This design comes from an exercise in tuning for small area, a short achievable clock period and few clock cycles on the open sky130 flow, not from production work. At most, simulation tests tie the RTL to the original design; equivalence was not proved. For run 1, only the layout was checked, not whether the RTL still works. Power is estimated from default activity; no workload was simulated.

<file path="design/flow/run.sh">
#!/bin/bash
# synth_recipe.tcl (not shown) runs the flow's synth.tcl, then flattens the netlist and writes it again
# the make line also repeats each setting of config.mk as NAME=value (left out here)
make -C /OpenROAD-flow-scripts/flow DESIGN_CONFIG=/design/flow/config.mk WORK_HOME=/design/flow/orfs CLKGATE_MAP_FILE= SYNTH_SCRIPT=/design/flow/synth_recipe.tcl finish
</file>
<file path="design/flow/constraint.sdc">
create_clock -name core_clock -period 7.0 [get_ports {clock}]
set_input_delay 1.4000 -clock core_clock [delete_from_list [all_inputs] [get_ports {clock}]]
set_output_delay 1.4000 -clock core_clock [all_outputs]
set_load 0.01 [all_outputs]
</file>
<file path="design/flow/config.mk">
export PLATFORM = sky130hd
export DESIGN_NAME = tensor_axis_permute_addresses_top
export DESIGN_NICKNAME = tensor_axis_permute_addresses_top
export VERILOG_FILES = /design/flow/design.v
export SDC_FILE = /design/flow/constraint.sdc
export NUM_CORES = 4
export LEC_CHECK = 0
export ABC_CLOCK_PERIOD_IN_PS = 2800
export CAP_MARGIN = 20
export CORE_MARGIN = 2
export CORE_UTILIZATION = 55
export CTS_BUF_LIST = sky130_fd_sc_hd__clkbuf_8
export CTS_CLUSTER_SIZE = 30
export PLACE_DENSITY = 0.7
export SETUP_SLACK_MARGIN = 3.8
export SLEW_MARGIN = 20
</file>
<file path="design/flow/design.v">
module tensor_axis_permute_addresses_top #(
   parameter int RANK_LIMIT = 4,
   parameter int AXIS_BITS  = 8,
   parameter int VALUE_BITS = 32
) (
   input  logic        clock,
   input  logic        reset,
   input  logic        req_valid,
   output logic        req_ready,
   input  logic [31:0] req_element_value,
   output logic        rsp_valid,
   input  logic        rsp_ready,
   output logic [31:0] rsp_dest_address,
   output logic [31:0] rsp_moved_value,
   output logic        rsp_final_element,
   input  logic        csr_valid,
   output logic        csr_ready,
   input  logic [1:0]  csr_index,
   input  logic [31:0] csr_data
);
   localparam int WB = 25;                  
   localparam logic [1:0] M_INC  = 2'd0;    
   localparam logic [1:0] M_ZERO = 2'd1;    
   localparam logic [1:0] M_NONE = 2'd2;    
   localparam logic [1:0] S_IDLE  = 2'd0;
   localparam logic [1:0] S_PRIME = 2'd1;   
   localparam logic [1:0] S_WC    = 2'd2;   
   localparam logic [1:0] S_PC    = 2'd3;   
   logic [1:0]         rm1;        
   logic [3:0][7:0]    sz;         
   logic [3:0][1:0]    ord;        
   logic [3:0][7:0]    c;          
   logic [3:0]         tp;         
   logic               fx;         
   logic [1:0]         kx;         
   logic [1:0]         nk, nmode;  
   logic [3:0][31:0]   P;
   logic [2:0]         pv;
   logic [24:0]        es0;        
   logic [16:0]        es1;
   logic [8:0]         es2;
   logic [3:0]         ev;
   logic [31:0]        PK;         
   logic [31:0]        WK;         
   logic               ov, olast;
   logic [31:0]        oval;
   logic               rdy;
   logic               rdy_e;      
   logic [1:0]         est, ej;
   logic               eph, efirst;
   logic [1:0]         oj;         
   logic [1:0]         ojn;        
   logic [7:0]         sj;         
   logic               jact;       
   logic [3:0]      in_use, szz, tp_nx, tp_pr;
   logic [3:0][7:0] c_nx, c_inc;
   logic [7:0]      cq;
   assign cq = c[ej];
   logic            fx_nx, fx_pr;
   logic [1:0]      kx_nx, kx_pr;
   always_comb begin
      for (int i = 0; i < 4; i++) begin
         in_use[i] = 2'(i) <= rm1;
         c_inc[i]  = c[i] + 8'd1;
         szz[i]    = sz[i] == 8'd0;
         tp_pr[i]  = c[i] >= sz[i];
      end
      c_nx  = c;
      tp_nx = tp;
      if (fx) begin
         c_nx  = '0;
         tp_nx = szz;
      end else begin
         for (int i = 0; i < 4; i++) begin
            if (2'(i) == kx) begin
               c_nx[i]  = c_inc[i];
               tp_nx[i] = c_inc[i] == sz[i];
            end else if (2'(i) > kx && in_use[i]) begin
               c_nx[i]  = 8'd0;
               tp_nx[i] = szz[i];
            end
         end
      end
      fx_nx = 1'b1;
      kx_nx = 2'd0;
      fx_pr = 1'b1;
      kx_pr = 2'd0;
      for (int i = 0; i < 4; i++) begin
         if (in_use[i] && !tp_nx[i]) begin
            fx_nx = 1'b0;
            kx_nx = 2'(i);
         end
         if (in_use[i] && !tp_pr[i]) begin
            fx_pr = 1'b0;
            kx_pr = 2'(i);
         end
      end
   end
   logic [31:0] asum;
   assign asum = PK + WK;
   logic ofree, req_fire, oload;
   logic [1:0] lmode, lk, kq;
   assign ofree    = !ov || rsp_ready;
   assign req_fire = req_valid && req_ready;
   assign oload    = req_fire;
   assign lmode    = nmode;
   assign lk       = nk;
   assign kq       = kx;                
   logic [1:0]  psel;
   logic        pz;
   logic [31:0] prd;
   always_comb begin
      psel = 2'd3;
      pz   = 1'b0;
      if (kq != 2'd3) begin
         if (kq >= 2'd2 && pv[2]) psel = 2'd2;
         else if (kq >= 2'd1 && pv[1]) psel = 2'd1;
         else if (pv[0]) psel = 2'd0;
         else pz = 1'b1;
      end
   end
   assign prd = pz ? 32'd0 : P[psel];
   logic [1:0]    wsel;
   logic [WB-1:0] wrd;
   logic [3:0]    ehit;
   always_comb begin
      for (int j = 0; j < 4; j++) ehit[j] = ev[j] && ord[j] == wsel;
      wrd = ehit[0] ? WB'(es0) : ehit[1] ? WB'(es1) : ehit[2] ? WB'(es2) :
            ehit[3] ? WB'(1) : '0;
   end
   assign csr_ready         = 1'b1;
   assign req_ready         = rdy_e || (rdy && rsp_ready);
   assign rsp_valid         = ov;
   assign rsp_dest_address  = P[3];
   assign rsp_moved_value   = oval;
   assign rsp_final_element = olast;
   logic [1:0]         rm1_n;
   logic [3:0][7:0]    sz_n;
   logic [3:0][1:0]    ord_n;
   logic [3:0][7:0]    c_n;
   logic [3:0]         tp_n;
   logic               fx_n;
   logic [1:0]         kx_n;
   logic [3:0]         pwe;        
   logic [2:0]         pv_n;
   logic [3:0]         ewe;        
   logic [3:0]         ev_n;
   logic [31:0]        PK_n, WK_n;
   logic               pk_a, pk_r, pk_i, pk_1, pk_p, pk_h;    
   logic               wk_w, wk_b, wk_p, wk_s;                
   logic [1:0]         nmode_n, nk_n;
   logic [1:0]         est_n, ej_n, oj_n, ojn_n;
   logic               eph_n, efirst_n, jact_n;
   logic [7:0]         sj_n;
   logic               sj_z, sj_s, sj_c;    
   logic [7:0]         szq;                 
   assign szq = sz[(est == S_PRIME) ? ord[ej] : ojn];
   logic               busy_n, lok_n, rdy_n;
   always_comb begin
      logic adv, done, wwr;
      logic [1:0] ejm;
      rm1_n    = rm1;
      sz_n     = sz;
      ord_n    = ord;
      c_n      = c;
      tp_n     = tp;
      fx_n     = fx;
      kx_n     = kx;
      pwe      = 4'b0000;
      pv_n     = pv;
      ewe      = 4'b0000;
      ev_n     = ev;
      pk_a = 1'b0; pk_r = 1'b0; pk_i = 1'b0; pk_1 = 1'b0; pk_p = 1'b0; pk_h = 1'b1;
      wk_w = 1'b0; wk_b = 1'b0; wk_p = 1'b0; wk_s = 1'b0;
      nmode_n  = nmode;
      nk_n     = nk;
      est_n    = est;
      ej_n     = ej;
      oj_n     = oj;
      ojn_n    = ojn;
      sj_z = 1'b0; sj_s = 1'b0; sj_c = 1'b0;
      jact_n   = jact;
      eph_n    = eph;
      efirst_n = efirst;
      adv      = 1'b0;
      done     = 1'b0;
      wwr      = 1'b0;
      ejm      = ej - 2'd1;
      if (req_fire) begin
         nk_n    = kx;
         nmode_n = fx ? M_ZERO : M_INC;
         c_n     = c_nx;
         tp_n    = tp_nx;
         fx_n    = fx_nx;
         kx_n    = kx_nx;
      end
      case (est)
         S_WC:    wsel = (eph || ej != 2'd0) ? ojn : (nmode == M_ZERO) ? kx : lk;
         S_PC:    wsel = ej;
         default: wsel = kq;     
      endcase
      if (oload) begin
         if (lmode == M_ZERO) begin
            pwe[3] = 1'b1;               
            pv_n   = 3'b000;
         end else if (lmode == M_INC) begin
            pwe[3] = 1'b1;
            if (lk != 2'd3) pwe[lk] = 1'b1;
            for (int m = 0; m < 3; m++) begin
               if (2'(m) == lk) pv_n[m] = 1'b1;
               else if (2'(m) > lk) pv_n[m] = 1'b0;
            end
         end
         if (est == S_IDLE) begin
            wk_w = 1'b1;
            pk_h = 1'b0;
            case (lmode)
               M_ZERO:  ;
               M_INC:   if (kq >= lk) pk_a = 1'b1; else pk_r = 1'b1;
               default: pk_r = 1'b1;
            endcase
         end
      end
      case (est)
         S_PRIME: begin
            oj_n   = ord[ej];
            ojn_n  = ord[ejm];
            sj_z   = 1'b1;
            jact_n = ord[ej] <= rm1;
            wk_w   = 1'b1;                       
            tp_n   = tp_pr;
            fx_n   = fx_pr;
            kx_n   = kx_pr;
            est_n  = S_WC;
         end
         S_WC: begin
            if (!eph) begin
               if (jact) begin
                  ewe[ej] = 1'b1;                
                  ev_n[ej] = 1'b1;
                  wwr     = 1'b1;
                  if (ej == 2'd0) begin
                     done = 1'b1;
                  end else if (efirst) begin
                     pk_h     = 1'b0;                 
                     pk_i     = 1'b1;
                     efirst_n = 1'b0;
                     adv      = 1'b1;
                  end else begin
                     wk_p = 1'b1;
                     if (sj[0]) begin
                        pk_h = 1'b0;
                        pk_p = 1'b1;
                     end
                     sj_s = 1'b1;
                     if ((sj >> 1) == 8'd0) adv = 1'b1;
                     else eph_n = 1'b1;
                  end
               end else begin
                  if (ej == 2'd0) done = 1'b1;
                  else adv = 1'b1;
               end
            end else begin
               if (sj[0]) begin                      
                  pk_h = 1'b0;
                  pk_a = 1'b1;
               end
               wk_s = 1'b1;
               sj_s = 1'b1;
               if ((sj >> 1) == 8'd0) begin
                  eph_n = 1'b0;
                  adv   = 1'b1;
               end
            end
            if (adv) begin
               ej_n   = ejm;
               oj_n   = ojn;
               ojn_n  = ord[ej - 2'd2];
               sj_s   = 1'b0;
               sj_z   = 1'b1;
               jact_n = ojn <= rm1;
               wk_p   = 1'b0;
               wk_s   = 1'b0;
               if (wwr && ojn == oj) wk_b = 1'b1;
               else wk_w = 1'b1;
            end
            if (done) begin
               eph_n = 1'b0;
               pk_h  = 1'b0;
               pk_a  = 1'b0;
               pk_i  = 1'b0;
               pk_p  = 1'b0;
               if (nmode == M_NONE) begin
                  pwe[3] = 1'b1;             
                  pv_n   = 3'b000;
                  est_n  = S_PC;
                  ej_n   = 2'd0;
               end else begin
                  est_n = S_IDLE;
                  if (wwr && wsel == oj) wk_b = 1'b1;
                  else wk_w = 1'b1;
               end
            end
         end
         S_PC: begin
            if (!eph) begin
               wk_w = 1'b1;
               sj_c = 1'b1;
               if (c[ej] != 8'd0) eph_n = 1'b1;
               else if (ej == rm1) est_n = S_IDLE;
               else ej_n = ej + 2'd1;
            end else begin
               if (sj[0]) begin
                  pk_h   = 1'b0;
                  pk_a   = 1'b1;
                  pwe[3] = 1'b1;
                  if (ej != 2'd3) pwe[ej] = 1'b1;
                  for (int m = 0; m < 3; m++) begin
                     if (2'(m) == ej) pv_n[m] = 1'b1;
                     else if (2'(m) > ej) pv_n[m] = 1'b0;
                  end
               end
               wk_s = 1'b1;
               sj_s = 1'b1;
               if ((sj >> 1) == 8'd0) begin
                  eph_n = 1'b0;
                  if (ej == rm1) est_n = S_IDLE;
                  else ej_n = ej + 2'd1;
               end
            end
         end
         default: ;
      endcase
      if (csr_valid) begin
         case (csr_index)
            2'd0: rm1_n = (csr_data[2:0] == 3'd0) ? 2'd0 :
                          (csr_data[2:0] > 3'd4) ? 2'd3 : 2'(csr_data[2:0] - 3'd1);
            2'd1: sz_n  = csr_data;
            2'd2: ord_n = csr_data[7:0];
            default: ;
         endcase
         nmode_n  = (c == '0) ? M_ZERO : M_NONE;
         est_n    = S_PRIME;
         ej_n     = rm1_n;
         eph_n    = 1'b0;
         efirst_n = 1'b1;
         ev_n     = 4'b0000;
         pk_a = 1'b0; pk_r = 1'b0; pk_i = 1'b0; pk_p = 1'b0; pk_h = 1'b0;
         pk_1 = 1'b1;
      end
      PK_n = ({32{pk_a}} & asum) | ({32{pk_r}} & prd) | ({32{pk_i}} & (32'(sj) + 32'd1)) |
             ({32{pk_p}} & (PK << 1)) | ({32{pk_h}} & PK) | 32'(pk_1);
      WK_n = ({32{wk_b}} & 32'(asum[WB-1:0])) | ({32{wk_w}} & 32'(wrd)) |
             ({32{wk_p}} & (PK << 1)) | ({32{wk_s}} & (WK << 1)) |
             ({32{!(wk_b || wk_w || wk_p || wk_s)}} & WK);
      sj_n = ({8{sj_z}} & szq) | ({8{sj_s}} & (sj >> 1)) | ({8{sj_c}} & cq) |
             ({8{!(sj_z || sj_s || sj_c)}} & sj);
      busy_n = est_n != S_IDLE;
      lok_n  = (nmode_n == M_ZERO) || !busy_n;
      rdy_n  = lok_n && est_n != S_PRIME;
   end
   logic p3z;
   assign p3z = (oload && lmode == M_ZERO) || (est == S_WC && nmode == M_NONE);
   always_ff @(posedge clock) begin
      if (reset) begin
         rm1     <= 2'd0;
         sz      <= '0;
         ord     <= {2'd3, 2'd2, 2'd1, 2'd0};
         c       <= '0;
         nk      <= 2'd0;
         nmode   <= M_ZERO;
         pv      <= 3'b000;
         ev      <= 4'b0000;
         ov      <= 1'b0;
         rdy     <= 1'b0;
         rdy_e   <= 1'b0;
         est     <= S_PRIME;
         ej      <= 2'd0;
         eph     <= 1'b0;
         efirst  <= 1'b1;
         PK      <= 32'd1;
      end else begin
         rm1     <= rm1_n;
         sz      <= sz_n;
         ord     <= ord_n;
         c       <= c_n;
         nk      <= nk_n;
         nmode   <= nmode_n;
         pv      <= pv_n;
         ev      <= ev_n;
         if (ofree) ov <= oload;
         rdy_e   <= rdy_n && !(oload || (ov && !rsp_ready));
         rdy     <= rdy_n;
         est     <= est_n;
         ej      <= ej_n;
         eph     <= eph_n;
         efirst  <= efirst_n;
         PK      <= PK_n;
      end
   end
   always_ff @(posedge clock) begin
      for (int m = 0; m < 4; m++) begin
         if (pwe[m]) P[m] <= (m == 3 && p3z) ? 32'd0 : asum;
      end
      if (ewe[0]) es0 <= asum[24:0];
      if (ewe[1]) es1 <= asum[16:0];
      if (ewe[2]) es2 <= asum[8:0];
      tp     <= tp_n;
      fx     <= fx_n;
      kx     <= kx_n;
      WK     <= WK_n;
      oj     <= oj_n;
      ojn    <= ojn_n;
      sj     <= sj_n;
      jact   <= jact_n;
      if (oload) begin
         oval  <= req_element_value;
         olast <= fx;
      end
   end
endmodule
</file>
==> results of run 1 <==
[cell type report]
type / instances / area share (%)
Inverter: 94 / 1.53
Clock buffer: 66 / 3.80
Tap cell: 511 / 2.68
Clock inverter: 47 / 1.36
Multi-Input combinational cell: 1360 / 41.8
Timing Repair Buffer: 168 / 6.85
Sequential cell: 389 / 42.0
[cell families after synthesis]
kind of cell,count (synthesis)
other cells,1
fa+ha+maj,91
flops,389
compound gates,519
xor+xnor,69
mux,69
buf+inv,231
simple gates,611
[registers in the layout (all words and copies together) (netlist names), 3 cells and up]
signal / flops
tp: 3
sz: 32
es2: 9
c: 32
oval: 32
P: 128
es1: 17
sj: 8
PK: 32
ord: 8
pv: 3
es0: 25
WK: 32
ev: 4
[critical path, cell delays in order]
cell	delay (ps)
clkdlybuf4s50_1	510
nand2_2	250
clkinv_8	280
nand2b_1	200
nor2_1	310
a22o_4	570
[power by group]
group / switching, mW / internal [mW] / leakage [nW]
combinational: 0.383 / 0.279 / 4.45
clock: 0.934 / 1.02 / 0.693
sequential: 0.0777 / 2.47 / 3.44
total: 1.39 / 3.77 / 8.58
[metal layers]
layer / share of wire, % / routed length [microns]
met1: 43 / 25700
met5: 0 / 0
met2: 43 / 25600
met3: 12 / 7070
met4: 2.4 / 1440
[worst paths after layout]
kind	from	to	slack [ps]	depth (start not counted)
min	ev[1]	ev[1]	470	1
max	req_valid	P[67]	3740	6
max reg2reg	ej[0]	WK[3]	3870	11
min reg2reg	ev[1]	ev[1]	470	1
[per-stage QoR]
step / power [mW] / setup WS (ps) / utilization (%)
floorplan: 2.97 / 3640 / -
global placement: 3.19 / 2280 / 59.5
detailed placement: 3.20 / 2110 / 59.5
CTS: 5.16 / 3770 / 63.3
global route: 5.34 / 3660 / 63.9
finish: 5.17 / 3740 / 63.9
[repair_timing]
item / 4_1_cts / 5_1_grt
pin swaps: 2 / 7
endpoints found under the setup margin: 255 / 190
gates resized for setup: 44 / 40
setup buffers: 4 / 5
endpoints found under the hold margin: 0 / 0
[cells in the final DEF, fill, tap and decap left out, drive strengths merged, types with 20 or more instances in the layout]
cell           synthesis  routed
clkdlybuf4s50          0     134
a31oi                 22      22
a21oi                146     146
nand2b                28      28
nor2b                 21      21
a222oi                67      67
a22oi                 20      20
ha                    89      89
clkbuf                84      66
a21o                  23      23
xnor2                 50      50
o21ai                 89      89
clkinv                 3      25
buf                   53      34
nand2                199     199
nor3                  30      30
edfxtp               223     223
dfxtp                166     166
mux4                  50      50
and2                  36      36
inv                   91     109
o211ai                29      29
nor2                 120     120
nand3                 55      55
and3                  25      25
==> results.ini, run 1 <==
[status]
status = no timing/DRC/antenna violations

[finish]
seq_area_sq_um = 10000
nets = 2235
area_delta_synth_final_pct = 15.4
multi_input_area_sq_um = 9990
layout-drive-gt1-share_pct = 11.7
final_area_sq_um = 23900
fill_cells = 3036
fin_cells = 2635
antennaDiodeCount = 0

[clocking]
cts.sinks = 389
htreeDepth = 2
cts_tree = done
clock_path_buffers = 3
hold_buffers = 0
clock_latency_ps = 690
cts.clk_slew.worst_paths_ps = 60
numCtsBuffers = 61
root_buffer = clkbuf_8

[routing]
via_count = 17000
drt_iter0_markers = 2306
route.detailed.drc = 0
first_pass_iters = 9
ant_nets = 0
wl_microns = 59900
wire_per_inst_microns = 22.7
via_per_inst = 6.46

[timing]
hold_viol_final = 0
fin_setup_tns_ps = 0
rsz0062_at_grt = true
setup-violations-final = 0
worst_slew_pin_slew_ps = 1130
skew_ps = 47.2
slew_headroom_pct = 24.0
hold_ws_ps = 470
fin_crit_sh_pct = 46.6
fin_crit_ps = 3260
drv_slew = 0
fmax_mhz = 307

[synthesis]
ys_types = 85
synth.mux.area_fraction_pct = 6.39
synth.area.top_cells = edfxtp_1, dfxtp_1, mux4_2, ha_1, nand2_1
async_flop_share_pct = 0
ys_ff_latch = 389
syn_nets = 2141
synth-edff-count = 223
yosysMostFrequentCell = edfxtp_1
netlist_area_sq_um = 20700
synth_common_cells = edfxtp_1, nand2_1, dfxtp_1
yosysSeqAreaShare_pct = 48.4
yosys_warnings = 1
postSynthAreaPerCell_sq_um = 10.5
yosys.area.top_type_share_pct = 32.3
synth_compound_area_share_pct = 17.4
synthFlopType = edfxtp_1
synth_cells = 1980
synthAdderAreaFrac_pct = 5.52
synth_top_area_cell = edfxtp_1
synthSimpleGateAreaFrac_pct = 14.5
synth-xor-area-share_pct = 2.92
synth_top_family_by_area = compound AO/OA/AOI/OAI gates

[place]
io_buffer_count = 137
hpwl_microns = 40500
routabilityCongestion = 0.971
postPlaceCellArea_sq_um = 22300
placed_cells_incl_taps = 2513

[setup_path]
crit_fanout = 42
arrival_ps = 3540
critical_path_class = input pin to register
endpoint_kind = register
cp-start-kind = input pin
cp.required_ps = 7280

[power_and_ir_drop]
power_leakage_nw = 8.58
max-vdd-ir-drop_v = 0.000132
powerDensity_nw_per_um2 = 216

[global_routing]
grt_start_max_net_pins = 65
track_usage_pct = 30.6
overflow = 0
use_met3_pct = 7.09
grt_pass1_vias = 16100
grtUsageMet1_pct = 45.1
grt.busiest_layer = met1
antenna_found_initial = 1
grt_util_met2_pct = 44.9
grt_pass1_wl_microns = 92400

[floorplanning]
die_width_microns = 198
start_util_pct = 55.4
num_rows = 71
dieArea_sq_um = 39200
io_pins = 139
die_h_microns = 198
core_sq_um = 37400

[min_path]
hold_path.class = register to register

[run]
drv_cap = 0

==> run 2: changes to the inputs <==
--- a/design/flow/design.v
+++ b/design/flow/design.v
@@ -333,4 +333,4 @@
       endcase
-      if (csr_valid) begin
-         case (csr_index)
+      if (csr_valid || reset) begin
+         if (!reset) case (csr_index)
             2'd0: rm1_n = (csr_data[2:0] == 3'd0) ? 2'd0 :
@@ -341,5 +341,5 @@
          endcase
-         nmode_n  = (c == '0) ? M_ZERO : M_NONE;
+         nmode_n  = (reset || c == '0) ? M_ZERO : M_NONE;
          est_n    = S_PRIME;
-         ej_n     = rm1_n;
+         ej_n     = reset ? 2'd0 : rm1_n;
          eph_n    = 1'b0;
@@ -370,5 +370,2 @@
          nk      <= 2'd0;
-         nmode   <= M_ZERO;
-         pv      <= 3'b000;
-         ev      <= 4'b0000;
          ov      <= 1'b0;
@@ -376,7 +373,2 @@
          rdy_e   <= 1'b0;
-         est     <= S_PRIME;
-         ej      <= 2'd0;
-         eph     <= 1'b0;
-         efirst  <= 1'b1;
-         PK      <= 32'd1;
       end else begin
@@ -387,5 +379,2 @@
          nk      <= nk_n;
-         nmode   <= nmode_n;
-         pv      <= pv_n;
-         ev      <= ev_n;
          if (ofree) ov <= oload;
@@ -393,7 +382,2 @@
          rdy     <= rdy_n;
-         est     <= est_n;
-         ej      <= ej_n;
-         eph     <= eph_n;
-         efirst  <= efirst_n;
-         PK      <= PK_n;
       end
@@ -401,2 +385,10 @@
    always_ff @(posedge clock) begin
+      nmode  <= nmode_n;
+      pv     <= pv_n;
+      ev     <= ev_n;
+      est    <= est_n;
+      ej     <= ej_n;
+      eph    <= eph_n;
+      efirst <= efirst_n;
+      PK     <= PK_n;
       for (int m = 0; m < 4; m++) begin
==> run 2 against run 1 <==
Worst setup slack better by 77 ps. Hold slack worse by 13 ps. Sequential power is 3% higher. Critical path depth is 3 lower. Highest routed layer unchanged. Critical path type is now input pin to output port. Total power is 8.7% higher. Via count is 3.2% lower. Largest cell class unchanged. Largest power group unchanged. Sequential share of layout area hardly changed. Clock-buffer cell count is 9 higher. Non-clock buffer count is 42 higher. Area after synthesis is 1.6% lower.
==> results.ini, run 2 <==
[finish]
fill_cells = 2919
layout-drive-gt1-share_pct = 14.1
area_delta_synth_final_pct = 17.8
layout_commonest_cell = edfxtp_1
final_cell_mix = edfxtp_1, nand2_1, dfxtp_1
top_register = P
nets = 2233
largest_reg_flops = 128
antennaDiodeCount = 0

[floorplanning]
dieArea_sq_um = 38600
die_width_microns = 196
core_sq_um = 36500
start_util_pct = 55.8
die_h_microns = 196
io_pins = 139
num_rows = 70

[setup_path]
reg2reg_depth = 11
r2r-start = ej[0]
cp-startpoint = rsp_ready
arrival_ps = 1780
critical_path_class = input pin to output port
endpoint_kind = output port
r2r_slack_ps = 3880
timing.rr.end = rdy_e
cp-start-kind = input pin
crit_fanout = 2
cp.required_ps = 5600

[synthesis]
synth.area.top_cells = edfxtp_1, dfxtp_1, mux4_2, ha_1, nand2_1
ys_types = 85
postSynthAreaPerCell_sq_um = 10.6
yosys_warnings = 1
async_flop_share_pct = 0
ys_ff_latch = 390
yosysMostFrequentCell = edfxtp_1
synth-edff-count = 226
netlist_area_sq_um = 20400
synth_common_cells = edfxtp_1, nand2_1, dfxtp_1
syn_nets = 2080
synth_cells = 1919
yosysSeqAreaShare_pct = 49.5
synthFlopType = edfxtp_1
yosys.area.top_type_share_pct = 33.3
synth_top_area_cell = edfxtp_1

[global_routing]
grtUsageMet1_pct = 42.1
grt_start_max_net_pins = 79
grt_pass1_wl_microns = 87600
track_usage_pct = 29.4
antenna_found_initial = 0
overflow = 0
grt_pass1_vias = 15400
grt_util_met2_pct = 44.7
use_met3_pct = 6.72
grt.busiest_layer = met2

[clocking]
cts.clk_slew.worst_paths_ps = 60
root_buffer = clkbuf_8
htreeDepth = 3
numCtsBuffers = 67
cts.sinks = 390
clock_latency_ps = 630
clock_path_buffers = 3
cts_tree = done

[timing]
fin_setup_tns_ps = 0
hold_ws_ps = 457
rsz0062_at_grt = true
setup-violations-final = 0
fin_crit_ps = 3180
skew_ps = 38.3
worst_slew_pin_slew_ps = 1110
hold_viol_final = 0
fmax_mhz = 314
drv_slew = 0
fin_crit_sh_pct = 45.5
slew_headroom_pct = 25.5

[place]
routabilityCongestion = 0.966
hpwl_microns = 39200
io_buffer_count = 137

[power_and_ir_drop]
seq_power_share_pct = 46.7
powerDensity_nw_per_um2 = 234
power_leakage_nw = 9.22
power.internal_mw = 4.06
max-vdd-ir-drop_v = 0.000182
swShare_pct = 27.6
pwr-share-comb_pct = 16.9
p_clk_share_pct = 36.4
p_sw_mw = 1.55

[min_path]
min_from = ev[1]
hold_path.class = register to register
min_path_cells = 1
min_to = ev[1]

[routing]
wl_microns = 57700
drt_iter0_markers = 2042
wire_per_inst_microns = 22.3
ant_nets = 0
first_pass_iters = 10
via_count = 16500
via_per_inst = 6.36
route.detailed.drc = 0

[run]
drv_cap = 0

[status]
status = no timing/DRC/antenna violations

-- run 2: changes by cell type in the layout (fill, tap and decap cells not counted), moves of 8 or more --
cell,before,now
o21ai_0,82,113
nand2b_1,28,20
a22o_1,2,13
nand2_1,196,186
nor2_1,116,140
a21oi_1,143,114
inv_1,107,121
xor2_1,18,29
buf_4,26,67
a31oi_1,21,12
nand3b_1,17,8
o21a_1,19,8
and2_1,34,17
clkbuf_8,66,75
-- run 2: worst max-delay path by stage --
| stage | end | slack [ps] | depth (start not counted) |
|---|---|---|---|
| global placement | PK[2] | 2210 | 11 |
| CTS | WK[21] | 3700 | 11 |
| global route | WK[23] | 3720 | 13 |
| floorplan | WK[15] | 3800 | 14 |
| detailed placement | PK[3] | 2070 | 11 |
| finish | req_ready | 3820 | 3 |
-- run 2: layout make-up --
type | count | area [sq um] | share of cell area [%]
clock buffer | 75 | 1030 | 4.30
timing repair buffer | 210 | 1970 | 8.22
tap | 468 | 586 | 2.44
sequential | 390 | 10100 | 42.0
inverter | 104 | 399 | 1.66
clock inverter | 44 | 287 | 1.19
multi-input combinational | 1299 | 9640 | 40.2
-- run 2: routing by layer --
metal  routed length [microns]  vias up
met2                     25300      803
met5                         0        -
met1                     25000     8041
li1                          -     7514
met3                      6000      103
met4                      1350        0
-- run 2: metrics by stage --
stage	instance area (sq um)	total power [mW]	util, %	setup slack [ps]	cells
finish	24000	5.62	65.7	3820	2590
detailed placement	21900	3.50	60.0	2070	2419
global placement	21900	3.49	60.0	2210	2419
CTS	23600	5.59	64.5	3700	2556
floorplan	20400	3.19	-	3800	1919
global route	24000	5.83	65.7	3720	2590
-- run 2: worst max-delay path: stages --
cell	delay, ps
buf_6	90
a21o_1	150
buf_2	140
-- run 2: timing repair --
item                                    CTS  global route
cloned                                    2             1
endpoints found under the setup margin  278           157
resized for setup                        51            39
pin swaps                                 9            19
hold buffers                              0             0
setup buffers                            16            33
-- run 2: power groups by stage --
stage | Combinational (mW) | Clock, mW | Sequential, mW
after CTS | 0.891 | 2.08 | 2.62
final | 0.948 | 2.05 | 2.62
after floorplan | 0.580 | 0 | 2.62
after detailed placement | 0.832 | 0 | 2.67
after global placement | 0.821 | 0 | 2.67
after global routing | 1.02 | 2.18 | 2.63
-- run 2: logic make-up (layout without fill, tap and decap cells) --
family / count (synthesis) / count (layout) / synth area share [%]
flip-flops: 390 / 390 / 49.5
buffers and inverters: 232 / 433 / 5.11
adder cells (fa/ha/maj): 90 / 90 / 5.57
AND/OR/NAND/NOR: 567 / 568 / 13.4
multiplexers: 65 / 65 / 6.29
XOR/XNOR: 81 / 81 / 3.48
other: 1 / 1 / 0.0184
AO/OA/AOI/OAI: 493 / 494 / 16.7
Testbench counts of run 2, summed over its fixed seeds: cycles 13,044.
==> run 3: changes to the inputs <==
--- a/design/flow/design.v
+++ b/design/flow/design.v
@@ -49,2 +49,3 @@
    logic [1:0]         est, ej;
+   logic               ez;         
    logic               eph, efirst;
@@ -197,3 +198,3 @@
       case (est)
-         S_WC:    wsel = (eph || ej != 2'd0) ? ojn : (nmode == M_ZERO) ? kx : lk;
+         S_WC:    wsel = (eph || !ez) ? ojn : (nmode == M_ZERO) ? kx : lk;
          S_PC:    wsel = ej;
@@ -241,3 +242,3 @@
                   wwr     = 1'b1;
-                  if (ej == 2'd0) begin
+                  if (ez) begin
                      done = 1'b1;
@@ -259,3 +260,3 @@
                end else begin
-                  if (ej == 2'd0) done = 1'b1;
+                  if (ez) done = 1'b1;
                   else adv = 1'b1;
@@ -390,2 +391,3 @@
       ej     <= ej_n;
+      ez     <= ej_n == 2'd0;
       eph    <= eph_n;
==> run 3 against run 2 <==
Highest routed layer unchanged. Total power fell by 5.0%. Hold slack improved by 11 ps. Worst setup slack got worse by 16 ps. Clock power fell by 2%. Combinational power fell by 21%. Sequential cell count stayed put. Wire length down 1.4%. Sequential share of layout area rose by 0.21 points. Largest power group unchanged. First-iteration DRC count down 7.1%.
==> results.ini, run 3 <==
[finish]
final_cell_mix = edfxtp_1, dfxtp_1, nand2_1
fill_cells = 2897
top_register = P
antennaDiodeCount = 0
layout-drive-gt1-share_pct = 13.8
nets = 2186
final_area_sq_um = 23800
area_delta_synth_final_pct = 16.9
layout_commonest_cell = edfxtp_1
fin_cells = 2546
largest_reg_flops = 128

[timing]
drv_slew = 0
hold_viol_final = 0
fin_crit_ps = 3200
fin_setup_tns_ps = 0
skew_ps = 34.4
slew_headroom_pct = 24.8
worst_slew_pin_slew_ps = 1130
fin_crit_sh_pct = 45.7
fmax_mhz = 313
worst_slack_ps = 3800
setup-violations-final = 0
rsz0062_at_grt = true

[floorplanning]
dieArea_sq_um = 38600
die_width_microns = 196
num_rows = 70
io_pins = 139
die_h_microns = 196
core_sq_um = 36500
start_util_pct = 55.8

[synthesis]
yosysSeqAreaShare_pct = 49.3
ys_types = 84
synthFlopType = edfxtp_1
async_flop_share_pct = 0
synth-edff-count = 223
syn_nets = 2067
yosys.area.top_type_share_pct = 32.9
ys_ff_latch = 390
synth_top_area_cell = edfxtp_1
yosysMostFrequentCell = edfxtp_1
synth.area.top_cells = edfxtp_1, dfxtp_1, mux4_2, ha_1, a222oi_1
netlist_area_sq_um = 20400
synth_cells = 1906
synth_common_cells = edfxtp_1, dfxtp_1, nand2_1
postSynthAreaPerCell_sq_um = 10.7
yosys_warnings = 1

[power_and_ir_drop]
max-vdd-ir-drop_v = 0.000136
power_leakage_nw = 9.05
powerDensity_nw_per_um2 = 224
p_total_mw = 5.34

[clocking]
htreeDepth = 3
cts.sinks = 390
cts_tree = done
clock_latency_ps = 630
hold_buffers = 0
clock_path_buffers = 3
numCtsBuffers = 68
root_buffer = clkbuf_8
cts.clk_slew.worst_paths_ps = 60

[setup_path]
critical_path_class = input pin to output port
r2r-start = WK[0]
reg2reg_depth = 13
crit_fanout = 2
arrival_ps = 1800
cp-start-kind = input pin
endpoint_kind = output port
r2r_slack_ps = 3920
timing.rr.end = WK[16]
cp.required_ps = 5600

[global_routing]
grt_pass1_vias = 15600
track_usage_pct = 29.2
antenna_found_initial = 0
overflow = 0
grt_pass1_wl_microns = 87900
grt_start_max_net_pins = 58

[routing]
via_count = 16200
via_per_inst = 6.36
route.detailed.drc = 0
first_pass_iters = 10
ant_nets = 0
drt_iter0_markers = 1896
wl_microns = 56900
wire_per_inst_microns = 22.3

[place]
routabilityCongestion = 0.938
io_buffer_count = 137
placed_cells_incl_taps = 2390
postPlaceCellArea_sq_um = 21800
hpwl_microns = 37400
place_worst_setup_slack_ps = 2040

[min_path]
hold_path.class = register to register
min_path_cells = 2
min_to = WK[24]
min_from = es0[24]

[status]
status = no timing/DRC/antenna violations

[run]
drv_cap = 0

[run 3: power by group]
group          internal (mW)  total (mW)  leakage [nW]  switching, mW
Combinational          0.341       0.747          4.83          0.406
Clock                   1.04        2.00         0.764          0.959
Sequential              2.50        2.59          3.46         0.0961
Total                   3.88        5.34          9.05           1.46
[run 3: area by class of cell]
class                           instances  area, sq um  share of cell area [%]
Clock buffer                           76         1050                    4.39
Tap cell                              468          586                    2.46
Multi-Input combinational cell       1270         9640                    40.5
Sequential cell                       390        10000                    42.2
Timing Repair Buffer                  189         1850                    7.76
Inverter                              106          399                    1.68
Clock inverter                         47          240                    1.01
[run 3: cell families (layout without fill, tap and decap cells)]
logic type                 Yosys count  after routing  share of synthesized area [%]
muxes                               69             69                           6.49
xor gates and xnor gates            86             86                           3.70
and+or+nand+nor                    502            503                           12.1
AOI/OAI and AO/OA                  520            521                           17.4
buffers and inverters              248            418                           5.39
adders and majority gates           90             90                           5.57
DFF                                390            390                           49.3
other                                1              1                         0.0184
[run 3: worst max path at each step]
stage | from | end | slack, ps | depth (start not counted)
2_1_floorplan | rsp_ready | P[100] | 3100 | 4
3_3_place_gp | rsp_ready | WK[6] | 2230 | 12
3_5_place_dp | rsp_ready | WK[8] | 2040 | 12
4_1_cts | est[0] | WK[16] | 3750 | 13
5_1_grt | WK[0] | WK[16] | 3740 | 13
6_report | rsp_ready | req_ready | 3800 | 3
[run 3: metal layers]
layer	GRT usage, %	vias to the layer above	share of wire [%]
met2	44.9	821	45
li1	-	7401	-
met1	41.6	7874	43
met4	9.65	0	2.6
met5	0	-	0
met3	5.89	107	9.7
[run 3: repair_timing]
action                     CTS  global route
resized for setup           39            49
setup endpoints to repair  233           182
pin swaps                    6            11
gates cloned                 3             1
buffers inserted            22             7
[run 3: worst max-delay path: stages]
cell    delay, ps
buf_2         100
a21o_1        160
buf_2         140
[run 3: metrics by stage]
stage	util, %	hold WS, ps
floorplan	-	435
global placement	59.8	447
detailed placement	59.8	464
CTS	64.3	468
global route	65.2	490
finish	65.2	468
Testbench counts of run 3, summed over its fixed seeds: cycles 13,044.
==> run 4: changes to the inputs <==
--- a/design/flow/config.mk
+++ b/design/flow/config.mk
@@ -12,3 +12,4 @@
 export CTS_BUF_LIST = sky130_fd_sc_hd__clkbuf_8
-export CTS_CLUSTER_SIZE = 30
+export CTS_CLUSTER_DIAMETER = 120
+export CTS_CLUSTER_SIZE = 16
 export PLACE_DENSITY = 0.7
==> run 4 against run 3 <==
Critical path depth did not move. Largest cell class unchanged. Non-clock buffer count down 5. Largest power group unchanged. Critical path type unchanged. Maximum frequency shrank 0.15%. First-iteration DRC count grew 3.4%.
==> results.ini, run 4 <==
[timing]
fin_crit_sh_pct = 45.8
setup-violations-final = 0
hold_viol_final = 0
hold_ws_ps = 481
slew_headroom_pct = 26.4
drv_slew = 0
fmax_mhz = 312
rsz0062_at_grt = true
fin_setup_tns_ps = 0
worst_slew_pin_slew_ps = 1100
fin_crit_ps = 3200
skew_ps = 35.4

[routing]
via_per_inst = 6.43
routed.top_layer = met4
wire_per_inst_microns = 22.5
m1WireLength_microns = 24300
first_pass_iters = 9
route.detailed.drc = 0
dr_wl_met3_microns = 5050
drt_iter0_markers = 1960
via_count = 15900
wl_microns = 55500
ant_nets = 0
route.met2.wl_microns = 24700

[place]
io_buffer_count = 137
hpwl_microns = 37400
routabilityCongestion = 0.938

[clocking]
clock_path_buffers = 3
htreeDepth = 1
cts.sinks = 390
numCtsBuffers = 28
hold_buffers = 0
cts_tree = done
cts.clk_slew.worst_paths_ps = 110
root_buffer = clkbuf_8
clock_latency_ps = 660

[synthesis]
ys_types = 84
synth-edff-count = 223
synth.area.top_cells = edfxtp_1, dfxtp_1, mux4_2, ha_1, a222oi_1
ys_ff_latch = 390
async_flop_share_pct = 0
syn_nets = 2067
synth_cells = 1906
postSynthAreaPerCell_sq_um = 10.7
yosysSeqAreaShare_pct = 49.3
yosysMostFrequentCell = edfxtp_1
yosys.area.top_type_share_pct = 32.9
netlist_area_sq_um = 20400
synth_common_cells = edfxtp_1, dfxtp_1, nand2_1
synthFlopType = edfxtp_1
synth_top_area_cell = edfxtp_1
yosys_warnings = 1

[floorplanning]
core_sq_um = 36500
start_util_pct = 55.8
die_h_microns = 196
die_width_microns = 196
num_rows = 70
io_pins = 139
dieArea_sq_um = 38600

[min_path]
hold_path.class = register to register

[setup_path]
worst_path_max_delay_cell = a21o_1
crit_fanout = 2
endpoint_kind = output port
cp-start-kind = input pin
critical_path_class = input pin to output port
arrival_ps = 1800
critPathMaxStageDelay_ps = 160
cp_common_cell = buf_2
cp.required_ps = 5600
crit_path_cell_trace = buf_2 > a21o_1 > buf_2

[global_routing]
grt_pass1_wl_microns = 86000
grt_pass1_vias = 15100
track_usage_pct = 28.4
antenna_found_initial = 0
grt_start_max_net_pins = 58
overflow = 0

[finish]
layout_commonest_cell = edfxtp_1
fill_cells = 2987
final_cell_mix = edfxtp_1, dfxtp_1, nand2_1
area_delta_synth_final_pct = 12.3
layout-drive-gt1-share_pct = 10.4
top_register = P
largest_reg_flops = 128
antennaDiodeCount = 0
nets = 2141

[power_and_ir_drop]
max-vdd-ir-drop_v = 0.000180
powerDensity_nw_per_um2 = 194
power_leakage_nw = 8.59
p_total_mw = 4.44

[status]
status = no timing/DRC/antenna violations

[run]
drv_cap = 0

## run 4: cell counts after synthesis
No cell type changed its count.
## run 4: timing repair
item / CTS / global route
setup buffers: 14 / 11
pin swaps: 5 / 5
gates resized for setup: 36 / 39
setup endpoints to repair: 236 / 151
cloned: 2 / 1
## run 4: area by class of cell
cell class                 count  area [sq um]  area share [%]
inverter                     106           399            1.75
timing repair buffer         184          1770            7.76
clock buffer                  28           385            1.69
tap                          468           586            2.56
clock inverter                23          98.8           0.432
sequential                   390         10000            43.9
multi-input combinational   1270          9570            41.9
## run 4: cell families (layout without fill, tap and decap cells)
group / count (synthesis) / in the layout / synth area share [%]
buffers and inverters: 248 / 341 / 5.39
adder cells (fa/ha/maj): 90 / 90 / 5.57
flip-flops: 390 / 390 / 49.3
XOR/XNOR: 86 / 86 / 3.70
AND/OR/NAND/NOR: 502 / 503 / 12.1
AO/OA/AOI/OAI: 520 / 521 / 17.4
other: 1 / 1 / 0.0184
multiplexers: 69 / 69 / 6.49
## run 4: power breakdown
| part | switching [mW] | leakage (nW) | internal (mW) |
|---|---|---|---|
| combinational | 0.396 | 4.81 | 0.321 |
| clock | 0.756 | 0.324 | 0.380 |
| sequential | 0.0947 | 3.46 | 2.49 |
## run 4: path summary, 6_finish.rpt
path                   from   endpoint  slack (ps)  cells after the start
setup / recovery  rsp_ready  req_ready        3800                      3
hold / removal      es0[24]     WK[24]         480                      2
hold reg to reg     es0[24]     WK[24]         480                      2
setup reg to reg     PK[11]      P[26]        3930                     10
## run 4: metal layers
metal | vias up | track usage, %
met1 | 7777 | 41.0
li1 | 7299 | -
met3 | 87 | 5.12
met2 | 721 | 43.9
met4 | 0 | 8.31
met5 | - | 0
## run 4: metrics by stage
stage	instances	worst slack (ps)	util [%]	instance area, sq um
floorplan	1906	3100	-	20400
global placement	2389	2230	59.8	21800
detailed placement	2390	2040	59.8	21800
CTS	2457	3810	61.8	22600
global route	2469	3780	62.6	22900
finish	2469	3800	62.6	22900
## run 4: critical path, delay by kind of cell
| family | cells | cell delay (ps) |
|---|---|---|
| compound gates | 1 | 160 |
| buf+inv | 2 | 240 |
==> run 5: changes to the inputs <==
--- a/design/flow/config.mk
+++ b/design/flow/config.mk
@@ -11,5 +11,5 @@
 export CORE_UTILIZATION = 55
-export CTS_BUF_LIST = sky130_fd_sc_hd__clkbuf_8
+export CTS_BUF_LIST = sky130_fd_sc_hd__clkbuf_16
 export CTS_CLUSTER_DIAMETER = 120
-export CTS_CLUSTER_SIZE = 16
+export CTS_CLUSTER_SIZE = 25
 export PLACE_DENSITY = 0.7
==> run 5 against run 4 <==
Still clean on timing, DRC and antenna. Register-to-register slack worse by 150 ps. Via count hardly changed. Sequential cell count stayed put. Synthesized cell count stayed put. Maximum frequency fell by 1.9%. Die area did not move. Cell count down 0.81%. Wire length shrank 0.20%. Global-route usage down 0.074 points. Critical endpoint is now WK[3].
==> results.ini, run 5 <==
[finish]
top_register = P
area_delta_synth_final_pct = 12.8
layout_commonest_cell = edfxtp_1
antennaDiodeCount = 0
nets = 2129
fill_cells = 2961
largest_reg_flops = 128
seq_area_sq_um = 10000
layout-drive-gt1-share_pct = 9.99
final_cell_mix = edfxtp_1, dfxtp_1, nand2_1
multi_input_area_sq_um = 9610

[power_and_ir_drop]
p_total_mw = 4.54
seq_power_share_pct = 57.0
power.internal_mw = 3.32
p_clk_share_pct = 27.3
pwr-share-comb_pct = 15.7
max-vdd-ir-drop_v = 0.000168
swShare_pct = 26.9
powerDensity_nw_per_um2 = 198
p_sw_mw = 1.22
power_leakage_nw = 8.55

[synthesis]
synth-edff-count = 223
yosys.area.top_type_share_pct = 32.9
yosys_warnings = 1
synthAdderAreaFrac_pct = 5.57
synth.mux.area_fraction_pct = 6.49
async_flop_share_pct = 0
synth-xor-area-share_pct = 3.70
synth_common_cells = edfxtp_1, dfxtp_1, nand2_1
synth_top_area_cell = edfxtp_1
synthSimpleGateAreaFrac_pct = 12.1
synth_top_family_by_area = compound AO/OA/AOI/OAI gates
yosysMostFrequentCell = edfxtp_1
postSynthAreaPerCell_sq_um = 10.7
synth_cells = 1906
synthFlopType = edfxtp_1
ys_ff_latch = 390
ys_types = 84
synth.area.top_cells = edfxtp_1, dfxtp_1, mux4_2, ha_1, a222oi_1
netlist_area_sq_um = 20400
syn_nets = 2067
yosysSeqAreaShare_pct = 49.3
synth_compound_area_share_pct = 17.4

[place]
io_buffer_count = 137
place_worst_setup_slack_ps = 2040
routabilityCongestion = 0.938
hpwl_microns = 37400

[clocking]
cts_tree = done
htreeDepth = 1
cts.clk_slew.worst_paths_ps = 100
numCtsBuffers = 19
root_buffer = clkbuf_16
clock_path_buffers = 3
hold_buffers = 0
clock_latency_ps = 550
cts.sinks = 390

[global_routing]
track_usage_pct = 28.3
overflow = 0
antenna_found_initial = 0
grt_start_max_net_pins = 58
grt_pass1_vias = 15000
grt_pass1_wl_microns = 86000

[timing]
skew_ps = 28.2
fin_crit_ps = 3260
rsz0062_at_grt = true
setup-violations-final = 0
fin_crit_sh_pct = 46.6
slew_headroom_pct = 25.4
worst_slew_pin_slew_ps = 1120
hold_viol_final = 0
drv_slew = 0
fin_setup_tns_ps = 0
hold_ws_ps = 476
worst_slack_ps = 3740
fmax_mhz = 306

[setup_path]
arrival_ps = 3660
crit_fanout = 21
path_buf_inv = 6
cp-start-kind = input pin
worst_path_max_delay_cell = a32o_1
cp.required_ps = 7400
critical_path_class = input pin to register
critPathMaxStageDelay_ps = 240
cp_top_family = compound AO/OA/AOI/OAI gates
cp_common_cell = buf_4
endpoint_kind = register
crit_path_cell_trace = buf_2 > a21o_1 > buf_4 > nand2_8 > clkinv_2 > buf_12 > a32o_1 > o21bai_1 > o31a_4 > buf_4 > nor3b_4 > buf_4 > nand2_1 > o311ai_0

[routing]
route.detailed.drc = 0
ant_nets = 0
wl_microns = 55300
drt_iter0_markers = 2010
wire_per_inst_microns = 22.6
via_per_inst = 6.49
first_pass_iters = 8
via_count = 15900

[floorplanning]
num_rows = 70
io_pins = 139
dieArea_sq_um = 38600
start_util_pct = 55.8
die_h_microns = 196
core_sq_um = 36500
die_width_microns = 196

[min_path]
hold_path.class = register to register

[run]
drv_cap = 0

[status]
status = no timing/DRC/antenna violations

==> run 5: changes by cell type in the layout (fill, tap and decap cells not counted), moves of 2 or more <==
| cell | change |
|---|---|
| ha_4 | +4 |
| ha_2 | -2 |
| clkbuf_16 | +19 |
| clkbuf_8 | -28 |
| ha_1 | -2 |
| inv_1 | -8 |
| buf_4 | -6 |
| a21oi_2 | +2 |
==> run 5: power by group through the flow <==
stage / logic, mW / registers, mW / clock network (mW)
4_1_cts: 0.688 / 2.59 / 1.26
3_5_place_dp: 0.635 / 2.64 / 0
6_report: 0.715 / 2.59 / 1.24
5_1_grt: 0.770 / 2.60 / 1.34
2_1_floorplan: 0.443 / 2.59 / 0
3_3_place_gp: 0.622 / 2.64 / 0
==> run 5: cells by family after synthesis <==
group / Yosys count
AO/OA/AOI/OAI: 520
AND/OR/NAND/NOR: 502
flip-flops: 390
buffers and inverters: 248
adder cells (fa/ha/maj): 90
XOR/XNOR: 86
multiplexers: 69
other: 1
==> run 5: layer usage <==
metal	up-vias	track usage, %	part of all wire [%]
met5	-	0	0
li1	7262	-	-
met2	731	44.0	45
met4	0	6.85	2.3
met3	85	4.38	9.3
met1	7817	41.8	44
==> run 5: path summary, 6_finish.rpt <==
path                  start  endpoint  slack (ps)  depth (start not counted)
setup / recovery  rsp_ready     WK[3]        3740                         14
hold / removal      es0[24]    WK[24]         480                          2
setup reg to reg     est[0]     WK[3]        3780                         12
hold reg to reg     es0[24]    WK[24]         480                          2
==> run 5: what timing repair did <==
action / in CTS / in global routing
cloned: 3 / 1
pin swaps: 5 / 6
gates resized for setup: 41 / 39
setup buffers: 13 / 8
setup endpoints to repair: 241 / 110
==> run 5: worst reg2reg max path: stages, from the launching register on <==
cell	delay (ps)
dfxtp_2	370
inv_1	130
ha_2	260
buf_12	170
nor2_2	80
a22oi_2	180
o221ai_4	180
buf_4	180
xnor2_1	190
nand3_1	120
a21oi_2	450
a221oi_1	210
o311ai_0	560
==> run 5: area by class of cell <==
class,count,share of cell area [%]
repair buffers,181,7.79
flip-flops and latches,390,43.7
multi-input cells,1270,41.8
well taps,468,2.55
clock buffers,19,2.07
inverters,106,1.74
clock inverters,15,0.299
==> run 5: through the flow <==
stage	utilization [%]	cell area [sq um]	std cells
after floorplan	-	20400	1906
after detailed placement	59.8	21800	2390
after global routing	62.9	23000	2449
after global placement	59.8	21800	2389
after CTS	62.2	22700	2440
final	62.9	23000	2449
==> run 6: changes to the inputs <==
--- a/design/flow/config.mk
+++ b/design/flow/config.mk
@@ -11,5 +11,5 @@
 export CORE_UTILIZATION = 55
-export CTS_BUF_LIST = sky130_fd_sc_hd__clkbuf_16
-export CTS_CLUSTER_DIAMETER = 120
-export CTS_CLUSTER_SIZE = 25
+export CTS_BUF_LIST = sky130_fd_sc_hd__clkbuf_8
+export CTS_CLUSTER_DIAMETER = 100
+export CTS_CLUSTER_SIZE = 12
 export PLACE_DENSITY = 0.7
==> run 6 against run 5 <==
Still clean. Clock-buffer cell count increased by 20. Non-clock buffer count rose by 12. Area after synthesis unchanged. First-iteration DRC count is 1.8% higher. Wire length grew 0.95%. Die area unchanged. Utilization increased by 0.63 points. Sequential share of layout area fell by 0.44 points. Cell count is 1.9% higher. Sequential cell count unchanged. Total power grew 2.6%. Sequential power barely moved. Largest cell class unchanged.
==> results.ini, run 6 <==
[routing]
via_per_inst = 6.42
drt_iter0_markers = 2046
route.detailed.drc = 0
first_pass_iters = 8
via_count = 16000
wl_microns = 55900
wire_per_inst_microns = 22.4
ant_nets = 0

[power_and_ir_drop]
max-vdd-ir-drop_v = 0.000149
powerDensity_nw_per_um2 = 201
power_leakage_nw = 8.76
p_total_mw = 4.66

[clocking]
numCtsBuffers = 38
hold_buffers = 0
htreeDepth = 2
clock_latency_ps = 630
cts.clk_slew.worst_paths_ps = 80
root_buffer = clkbuf_8
cts.sinks = 390
cts_tree = done
clock_path_buffers = 3

[min_path]
min_to = WK[24]
min_path_cells = 2
min_from = es0[24]
hold_path.class = register to register

[place]
postPlaceCellArea_sq_um = 21800
placed_cells_incl_taps = 2390
place_worst_setup_slack_ps = 2040
hpwl_microns = 37400
io_buffer_count = 137
routabilityCongestion = 0.938

[finish]
top_register = P
antennaDiodeCount = 0
fin_cells = 2496
area_delta_synth_final_pct = 13.9
layout-drive-gt1-share_pct = 11.5
final_cell_mix = edfxtp_1, dfxtp_1, nand2_1
nets = 2160
layout_commonest_cell = edfxtp_1
final_area_sq_um = 23200
fin_util_pct = 63.5
fill_cells = 2956
largest_reg_flops = 128

[global_routing]
grt_pass1_vias = 15200
overflow = 0
track_usage_pct = 28.9
antenna_found_initial = 0
grt_start_max_net_pins = 58
grt_pass1_wl_microns = 87100

[timing]
rsz0062_at_grt = true
worst_slack_ps = 3800
drv_slew = 0
setup-violations-final = 0
worst_slew_pin_slew_ps = 1120
slew_headroom_pct = 25.4
hold_ws_ps = 470
skew_ps = 30.8
fin_crit_sh_pct = 45.7
fin_setup_tns_ps = 0
hold_viol_final = 0
fmax_mhz = 313
fin_crit_ps = 3200

[floorplanning]
die_width_microns = 196
dieArea_sq_um = 38600
num_rows = 70
start_util_pct = 55.8
io_pins = 139
core_sq_um = 36500
die_h_microns = 196

[synthesis]
async_flop_share_pct = 0
synth_top_area_cell = edfxtp_1
synth-edff-count = 223
ys_ff_latch = 390
netlist_area_sq_um = 20400
synth.area.top_cells = edfxtp_1, dfxtp_1, mux4_2, ha_1, a222oi_1
yosys.area.top_type_share_pct = 32.9
yosysMostFrequentCell = edfxtp_1
ys_types = 84
synthFlopType = edfxtp_1
synth_cells = 1906
yosysSeqAreaShare_pct = 49.3
postSynthAreaPerCell_sq_um = 10.7
syn_nets = 2067
synth_common_cells = edfxtp_1, dfxtp_1, nand2_1
yosys_warnings = 1

[status]
status = no timing/DRC/antenna violations

[setup_path]
r2r_slack_ps = 3870
endpoint_kind = output port
reg2reg_depth = 11
crit_fanout = 2
timing.rr.end = WK[16]
critical_path_class = input pin to output port
cp.required_ps = 5600
arrival_ps = 1800
cp-start-kind = input pin
r2r-start = PK[7]

[run]
drv_cap = 0

run 6: cell counts after synthesis:
Identical to the previous run, type by type.
run 6: worst max-delay path, stage by stage:
cell and delay (ps):
buf_2 100, a21o_1 160, buf_2 140
run 6: report_power, final:
| part | leakage, nW | internal (mW) | switching (mW) |
|---|---|---|---|
| clock network | 0.435 | 0.526 | 0.804 |
| logic | 4.87 | 0.342 | 0.400 |
| registers | 3.46 | 2.49 | 0.0955 |
| total | 8.76 | 3.36 | 1.30 |
run 6: repair_timing:
item                       in CTS  in global routing
setup endpoints to repair     233                169
gates cloned                    3                  1
setup buffers                  21                 12
pin swaps                       5                  7
gates resized for setup        40                 43
run 6: final cells by class:
cell class / instances / area, sq um / share of cell area, %
multi-input cells: 1270 / 9640 / 41.5
clock inverters: 30 / 129 / 0.555
inverters: 106 / 399 / 1.72
flip-flops and latches: 390 / 10000 / 43.3
well taps: 468 / 586 / 2.52
repair buffers: 193 / 1870 / 8.06
clock buffers: 39 / 537 / 2.31
run 6: logic make-up (layout without fill, tap and decap cells):
kind of cell,after synthesis,after routing,share of synthesized area (%)
muxes,69,69,6.49
DFF,390,390,49.3
adders and majority gates,90,90,5.57
other,1,1,0.0184
xor gates and xnor gates,86,86,3.70
AOI/OAI and AO/OA,520,521,17.4
and+or+nand+nor,502,503,12.1
buffers and inverters,248,368,5.39
run 6: per-layer routing:
layer  track usage, %  vias to the layer above  routed length, microns
li1                 -                     7337                       -
met5                0                        -                       0
met2             44.7                      779                   25100
met1             42.2                     7827                   24300
met4             8.02                        0                    1270
met3             4.74                       82                    5210
run 6: worst max path at each step:
stage / start / endpoint / depth (start not counted)
finish: rsp_ready / req_ready / 3
global route: WK[0] / WK[16] / 14
CTS: req_valid / WK[20] / 10
detailed placement: rsp_ready / WK[8] / 12
global placement: rsp_ready / WK[6] / 12
floorplan: rsp_ready / P[100] / 4

==> separate check: timing with driven ports <==
Ports are ideal in the flow. The routed layouts listed here were re-timed in OpenROAD. Step 1, drivers: a clkbuf_16 drives clock and a buf_2 each remaining input, both assumed. Step 2, shift: input delay + t, output delay - t, t = (earliest + latest rising clock arrival at the registers) / 2. This alone moves slack from input paths to output paths. a / b / c = no drivers / after step 1 / after step 2; a / b = the first two.
run	shift t [ns]	slack for setup (ns)	worst setup path after step 2	clock arrival spread, ns
run 1	0.717	3.741 / 3.751 / 3.054	input to register	0.047 / 0.048
run 2	0.657	3.818 / 3.785 / 3.272	input to register	0.039 / 0.039
run 3	0.664	3.802 / 3.781 / 3.239	input to register	0.034 / 0.034
run 4	0.696	3.797 / 3.776 / 3.269	input to register	0.037 / 0.036
run 5	0.591	3.736 / 3.771 / 3.180	input to register	0.028 / 0.028
run 6	0.670	3.803 / 3.782 / 3.295	input to register	0.036 / 0.036
After both steps every run listed still meets setup and hold. For run 1, which loses most, drivers alone change the setup slack by +0.010 ns; drivers and shift together by -0.687 ns.
